This is an optimization exercise on Yosys and OpenROAD, whose aim is a short achievable clock period and few clock cycles, not a production implementation. The RTL was checked by simulation tests, not by an equivalence proof against the original design. The clock port is modelled as an ideal driver; clocking choices that lean on that would not hold on a real chip. Power is estimated from default activity; no workload was simulated.

== run D ==
## processor
module processor (
  input  logic        clk,
  input  logic        reset,
  input  logic [31:0] instruction,
  output logic [31:0] addr,
  output logic [31:0] out,
  output logic        sys_dne,
  output logic        rw
);
  localparam logic [5:0] OP_AND = 6'd6;
  localparam logic [5:0] OP_OR  = 6'd7;
  localparam logic [5:0] OP_XOR = 6'd8;
  localparam logic [5:0] OP_NOT = 6'd9;
  localparam logic [5:0] OP_LI  = 6'd10;
  localparam int W = 17;
  localparam logic [1:0] FN_AND = 2'd0;
  localparam logic [1:0] FN_OR  = 2'd1;
  localparam logic [1:0] FN_XOR = 2'd2;
  logic        run_q;      
  logic [31:0] pc_q;       
  logic [31:0] npc_q;      
  logic [5:0]  f_op;
  logic [4:0]  f_rs, f_rt, f_rd;
  logic        f_and, f_or, f_xor, f_not, f_li, f_wr, f_ua, f_ub;
  logic [4:0]  f_dst;
  logic [31:0] f_sel_a, f_sel_b;
  logic        r1_v;
  logic [31:0] r1_sel_a, r1_sel_b;   
  logic        r1_ua, r1_ub;          
  logic        r1_not, r1_li;
  logic [15:0] r1_imm;
  logic [4:0]  r1_dst;
  logic        r1_wr;
  logic        r1_fa1, r1_fb1;        
  logic        r1_fa2, r1_fb2;        
  logic [1:0]  r1_fn;
  logic        r2_v;
  logic [4:0]  r2_dst;
  logic        r2_wr;
  logic        r2_fa2, r2_fb2;
  logic [W-1:0] r2_a0, r2_a1, r2_b0, r2_b1;    
  logic        r2_ma, r2_mb;          
  logic [W-1:0] r2_bk;                
  logic [3:0]  r2_t0, r2_t1;          
  assign f_op  = instruction[31:26];
  assign f_rs  = instruction[25:21];
  assign f_rt  = instruction[20:16];
  assign f_rd  = instruction[15:11];
  assign f_and = (f_op == OP_AND);
  assign f_or  = (f_op == OP_OR);
  assign f_xor = (f_op == OP_XOR);
  assign f_not = (f_op == OP_NOT);
  assign f_li  = (f_op == OP_LI);
  assign f_wr  = f_and | f_or | f_xor | f_not | f_li;
  assign f_ua  = f_and | f_or | f_xor | f_not;    
  assign f_ub  = f_and | f_or | f_xor;            
  assign f_dst = f_not ? f_rt : (f_li ? f_rs : f_rd);
  always_comb begin
    for (int j = 0; j < 32; j++) begin
      f_sel_a[j] = (f_rs == 5'(j));
      f_sel_b[j] = (f_rt == 5'(j));
    end
  end
  logic [W-1:0] rf [32];
  logic [W-1:0] rd_a0, rd_a1, rd_b0, rd_b1, bk;
  logic        hold1, fa, fb;
  ...
==> flow/config.mk <==
export PLATFORM = sky130hd
export DESIGN_NAME = processor
export DESIGN_NICKNAME = processor
export VERILOG_FILES = /design/flow/design.v
export SDC_FILE = /design/flow/constraint.sdc
export NUM_CORES = 4
export LEC_CHECK = 0
export CAP_MARGIN = 20
export CORE_MARGIN = 2
export CORE_UTILIZATION = 65
export SETUP_SLACK_MARGIN = 4.0
export SLEW_MARGIN = 20
==> flow/constraint.sdc <==
create_clock -name core_clock -period 6.0 [get_ports {clk}]
set_input_delay 1.2000 -clock core_clock [delete_from_list [all_inputs] [get_ports {clk}]]
set_output_delay 1.2000 -clock core_clock [all_outputs]
set_load 0.01 [all_outputs]
standard.sh (not shown) runs the stock make flow with config.mk's settings and CLKGATE_MAP_FILE= SYNTH_SCRIPT=/design/flow/synth_recipe.tcl, a recipe that flattens the netlist after the stock synthesis.
==> flow/flow/run.sh <==
#!/bin/bash
set -euo pipefail
cd "$(dirname "$0")/.."
P=${FLOW_PLATFORM:-sky130hd}
R=orfs/results/$P/processor/base
PD=$FLOW_HOME/platforms/$P
LIB=$PD/lib/sky130_fd_sc_hd__tt_025C_1v80.lib
bash standard.sh place > flow_place.log 2>&1
best=""
bestlat=99
for combo in 25:100 22:100 25:150 28:100 28:150 30:100 30:150 32:120; do
  s=${combo%:*}; d=${combo#*:}
  rm -f $R/4_1_cts.odb $R/4_cts.odb $R/4_cts.sdc
  if ! bash standard.sh CTS_CLUSTER_SIZE=$s CTS_CLUSTER_DIAMETER=$d cts > flow_cts_${s}_${d}.log 2>&1; then
    continue
  fi
  m=$(ROOT_MEASURE=1 ROOT_LIB=$LIB PLATFORM_DIR=$PD ROOT_DB=$R/4_cts.odb ROOT_SDC=$R/4_cts.sdc CLK_PORT=clk \
      openroad -no_init -exit flow/root.tcl 2>&1 | tee flow_measure_${s}_${d}.log | grep '^MEASURE' || true)
  echo "$s $d $m" >> flow_cts_choice.log
  read -r _ fan lat slew <<< "$m" || continue
  [[ -z "${slew:-}" ]] && continue
  ok=$(awk -v f="$fan" -v l="$lat" -v sl="$slew" -v b="$bestlat" 'BEGIN{print (f>=1 && f<=16 && sl<0.110 && l<b) ? 1 : 0}')
  if [[ "$ok" == 1 ]]; then
    bestlat=$lat; best=$combo
    mkdir -p flow_best; cp $R/4_1_cts.odb $R/4_cts.odb $R/4_cts.sdc flow_best/
    cp orfs/logs/$P/processor/base/4_1_cts.log flow_best/ 2>/dev/null || true
  fi
done
echo "chosen: ${best:-none} latency $bestlat" >> flow_cts_choice.log
if [[ -n "$best" ]]; then
  cp flow_best/4_1_cts.odb flow_best/4_cts.odb flow_best/4_cts.sdc $R/
  cp flow_best/4_1_cts.log orfs/logs/$P/processor/base/4_1_cts.log 2>/dev/null || true
  ROOT_LIB=$LIB ROOT_DB=$R/4_cts.odb CLK_PORT=clk openroad -no_init -exit flow/root.tcl > flow_root.log 2>&1
  touch $R/4_cts.sdc
else
  rm -f $R/4_1_cts.odb $R/4_cts.odb $R/4_cts.sdc
  bash standard.sh CTS_CLUSTER_SIZE=25 CTS_CLUSTER_DIAMETER=100 cts > flow_cts_fallback.log 2>&1
fi
bash standard.sh > flow_finish.log 2>&1
Other scripts of this flow, unchanged in this note and not shown: flow/flow/root.tcl
Run D: full flow OK, the timing, design-rule and antenna checks passed
Testbench counts of run D, summed over its fixed seeds: cycles 16,288.
Here is what was changed in the inputs of run Z compared with run D.
diff --git a/flow/design.v b/flow/design.v
--- a/flow/design.v
+++ b/flow/design.v
@@ -77,14 +77,14 @@
       rd_b0 = rd_b0 | ({W{r1_sel_b[j]}} & rf[j]);
       rd_b1 = rd_b1 | ({W{r1_sel_b[j + 16]}} & rf[j + 16]);
     end
   end
   assign bk = r1_not ? '1 : (r1_li ? {1'b0, r1_imm} : '0);
   assign hold1 = !(r1_v && r1_wr);
-  assign fa    = hold1 | r1_fa1;
-  assign fb    = hold1 | r1_fb1;
+  assign fa    = hold1 | (r1_fa1 & r1_ua);
+  assign fb    = hold1 | (r1_fb1 & r1_ub);
   assign fn    = hold1 ? FN_OR : r1_fn;
   logic [3:0] ka, kb, ka0, kb0, ka1, kb1;
   assign ka  = 4'b1100;
   assign kb  = 4'b1010;
   assign ka0 = fa ? 4'b0000 : ka;
   assign kb0 = fb ? 4'b0000 : kb;
@@ -152,21 +152,21 @@
     r1_ub    <= f_ub;
     r1_not   <= f_not;
     r1_li    <= f_li;
     r1_imm   <= instruction[15:0];
     r1_dst   <= f_dst;
     r1_wr    <= f_wr;
-    r1_fa1   <= f_ua & r1_v & r1_wr & (r1_dst == f_rs);
-    r1_fb1   <= f_ub & r1_v & r1_wr & (r1_dst == f_rt);
-    r1_fa2   <= f_ua & r2_v & r2_wr & (r2_dst == f_rs);
-    r1_fb2   <= f_ub & r2_v & r2_wr & (r2_dst == f_rt);
+    r1_fa1   <= r1_v & r1_wr & (r1_dst == f_rs);
+    r1_fb1   <= r1_v & r1_wr & (r1_dst == f_rt);
+    r1_fa2   <= r2_v & r2_wr & (r2_dst == f_rs);
+    r1_fb2   <= r2_v & r2_wr & (r2_dst == f_rt);
     r1_fn    <= f_and ? FN_AND : ((f_or | f_li) ? FN_OR : FN_XOR);
     r2_dst   <= r1_dst;
     r2_wr    <= r1_wr;
-    r2_fa2   <= r1_fa2;
-    r2_fb2   <= r1_fb2;
+    r2_fa2   <= r1_fa2 & r1_ua;
+    r2_fb2   <= r1_fb2 & r1_ub;
     r2_a0    <= rd_a0;
     r2_a1    <= rd_a1;
     r2_b0    <= rd_b0;
     r2_b1    <= rd_b1;
     r2_ma    <= !hold1 & r1_ua & !r1_fa1;
     r2_mb    <= !hold1 & r1_ub & !r1_fb1;
Findings:
Minimum clock period for run Z: 0.020 ns down relative to run D. Via count deteriorates in run Z relative to run D. From run D to run Z the numbers moved as follows: die height roughly the same, cell count increased by 1.4% relative to the old numbers. Against run D, power per standard cell area in run Z fell slightly. Going from run D to run Z, sequential power stayed essentially flat; area growth from synthesis to layout up 1.4 points; final area has increased; cell leakage power saw an increase. Run D has a lower worst setup slack than run Z. [run Z vs run D] clock insertion delay at the later pin of the skew report: higher in run Z.
Testbench counts of run Z, summed over its fixed seeds: cycles 16,288.

-- port drivers added, routing unchanged --
The flow's constraints put no driver on any port. The routed layouts listed below were extracted and timed again, unchanged, in two steps.
Step 1 sets driving cells, clkbuf_16 on the clock port and buf_2 on the other inputs (assumed; they add their load-dependent delay and slew).
Step 2 adds t to the input delays and takes it off the output delays; t is the mean of the earliest and latest rising clock arrival at the registers after step 1. Input paths then give back, and output paths get back, about the clock's delay inside the block.
a / b / c = no drivers / after step 1 / after step 2; a / b = the first two.
run	t, ns	setup slack, ns	worst hold slack (ns)
run D	0.544	3.859 / 3.736 / 3.402	0.335 / 0.335 / 0.335
run Z	0.552	3.879 / 3.747 / 3.509	0.363 / 0.363 / 0.363
After both steps setup and hold are still met in every run listed. The setup slack of run D, which loses most, moves by -0.123 ns with the drivers and by -0.457 ns with both steps.
